This design comes from an exercise in tuning for small area and a short achievable clock period on the open sky130 flow, not from production work. The RTL was checked by simulation tests, not by an equivalence proof against the original design. Power figures rest on the tool's default switching activity, not on a simulated workload.

Setup of try-cedar:
Design dma_csr_queue, start of the top module:
module dma_csr_queue (
    input  logic               clk,
    input  logic               rstn,
    input  logic [63:0]        addr,
    input  logic [63:0]        wdata,
    input  logic               we,
    output logic [63:0]        rdata,
    output logic [3:0]         ch_start,
    output logic [3:0][63:0]   ch_addr,
    output logic [3:0][31:0]   ch_len,
    input  logic [3:0]         ch_busy,
    input  logic [3:0]         ch_done,
    input  logic [3:0]         ch_err,
    output logic               irq
);
For scale: roughly 5,300 cells after synthesis, ~92,000 µm² of cells after synthesis.
==> flow/config.mk <==
export PLATFORM = sky130hd
export DESIGN_NAME = dma_csr_queue
export DESIGN_NICKNAME = dma_csr_queue
export VERILOG_FILES = /design/flow/design.v
export SDC_FILE = /design/flow/constraint.sdc
export NUM_CORES = 4
export LEC_CHECK = 0
export CAP_MARGIN = 20
export CORE_MARGIN = 2
export CORE_UTILIZATION = 75
export PLACE_DENSITY = 0.85
export SETUP_SLACK_MARGIN = 3.5
export SLEW_MARGIN = 20
export SYNTH_HIERARCHICAL = 1
==> flow/constraint.sdc <==
create_clock -name core_clock -period 8.0 [get_ports {clk}]
set_input_delay 1.6000 -clock core_clock [delete_from_list [all_inputs] [get_ports {clk}]]
set_output_delay 1.6000 -clock core_clock [all_outputs]
set_load 0.01 [all_outputs]
standard.sh (not shown) runs the stock make flow with config.mk's settings and CLKGATE_MAP_FILE= SYNTH_SCRIPT=/design/flow/synth_recipe.tcl, a recipe that flattens the netlist after the stock synthesis.
==> flow/flow/run.sh <==
#!/bin/bash
# Standard ORFS layout (the standard.sh) with two changes:
#  - port buffers use buf_1 (the resizer may upsize them) instead of the default delay-cell buffer;
#  - clock tree: clkbuf_4/clkbuf_8 with sinks clustered by 12, and no dummy balancing loads.
set -euo pipefail
bash standard.sh BUFFER_PORTS_ARGS="-buffer_cell sky130_fd_sc_hd__buf_1" \
  CTS_ARGS="-sink_clustering_enable -repair_clock_nets -sink_clustering_size 12 -sink_clustering_max_diameter 60 -buf_list {sky130_fd_sc_hd__clkbuf_4 sky130_fd_sc_hd__clkbuf_8} -dont_use_dummy_load" \
  finish > standard_flow.log 2>&1
### try-cedar -> try-tundra
Settings: CORE_UTILIZATION changed from 75 to 65; PLACE_DENSITY removed (was 0.85).
Results
- On initial core utilization: try-tundra sits below try-cedar.
- For try-tundra, the first element of the critical path was addr[5], unlike try-cedar, where it was addr[3].
- Taking try-cedar over try-tundra, the overall routed net length ratio works out to 1.06.
- Wire length of the first global-routing pass: lower on try-tundra
- In try-tundra, the number of buffers created by CTS came out 0.44% above the value in try-cedar.
- Re antenna diode count: try-tundra and try-cedar aren't equal, and the higher value belongs to try-cedar.
- The run showing the greater sum of net half-perimeters after detailed placement is try-cedar.
- Summary of try-tundra over try-cedar: setup slack of the critical path after layout higher; chip height higher; total clock network power lower; met2 capacity usage during global routing lower.
For try-pepper, these inputs were changed with respect to try-tundra:
-- flow/flow/run.sh --
<<< try-tundra, line 2
# Standard ORFS layout (the standard.sh) with two changes:
>>> try-pepper, line 2
# Standard ORFS layout (the standard.sh) with three changes:
<<< try-tundra, line 4
>>> try-pepper, line 4
#  - addr, we and rdata pins are kept together on the left edge (flow/pins.tcl), next to
#    the combinational read path that joins them;
<<< try-tundra, line 7
>>> try-pepper, line 9
  PRE_IO_PLACEMENT_TCL="$PWD/flow/pins.tcl" \
==> flow/flow/pins.tcl (new file) <==
# Keep the bus address, write enable and read data pins together on one edge,
# next to the combinational read path that joins them.
set_io_pin_constraint -pin_names {addr[*] we rdata[*]} -region left:*
--- outcome ---
- try-pepper against try-tundra: worst setup slack before clock tree synthesis lower; instance area at placement roughly the same; overall power consumption roughly the same; initial antenna violation count higher.
- | fmax | try-pepper vs try-tundra | better |
- Going from try-tundra to try-pepper, final design area excluding fillers grew slightly.
- The detailed-placement wirelength estimate in try-tundra is 0.935 times that in try-pepper.
- Clock-buffer cell count, try-pepper and try-tundra: larger value in try-tundra
- The switching power summed over all nets number comes out higher for try-pepper vs try-tundra.
- try-pepper against try-tundra: met3 wire length higher; total placed cells including tap cells higher.

## what the ideal ports hide
The flow's constraints put no driver on any port. The routed layouts listed below were extracted and timed again, unchanged, in two steps. Step 1 (the two cells are an assumption about what drives the block):
set clk [get_ports {clk}]
set_driving_cell -lib_cell sky130_fd_sc_hd__clkbuf_16 $clk
set_driving_cell -lib_cell sky130_fd_sc_hd__buf_2 [delete_from_list [all_inputs] $clk]
Step 2 also shifts input and output timing later by t, the mid clock arrival at the registers, as if the neighbouring blocks saw the same clock. a / b / c = ideal ports / drivers / drivers and shift; a / b = the first two.
run	t, ns	setup slack, ns	clock arrival spread, ns	cell pins on the clock port's net
try-cedar	1.032	2.974 / 2.926 / 2.621	0.142 / 0.142	1
try-tundra	1.027	3.050 / 2.997 / 2.688	0.084 / 0.084	1
try-pepper	1.033	3.086 / 3.023 / 2.534	0.090 / 0.090	1
After both steps every run listed still meets setup and hold. The setup slack of try-pepper, which loses most, moves by -0.063 ns with the drivers and by -0.552 ns with both steps.
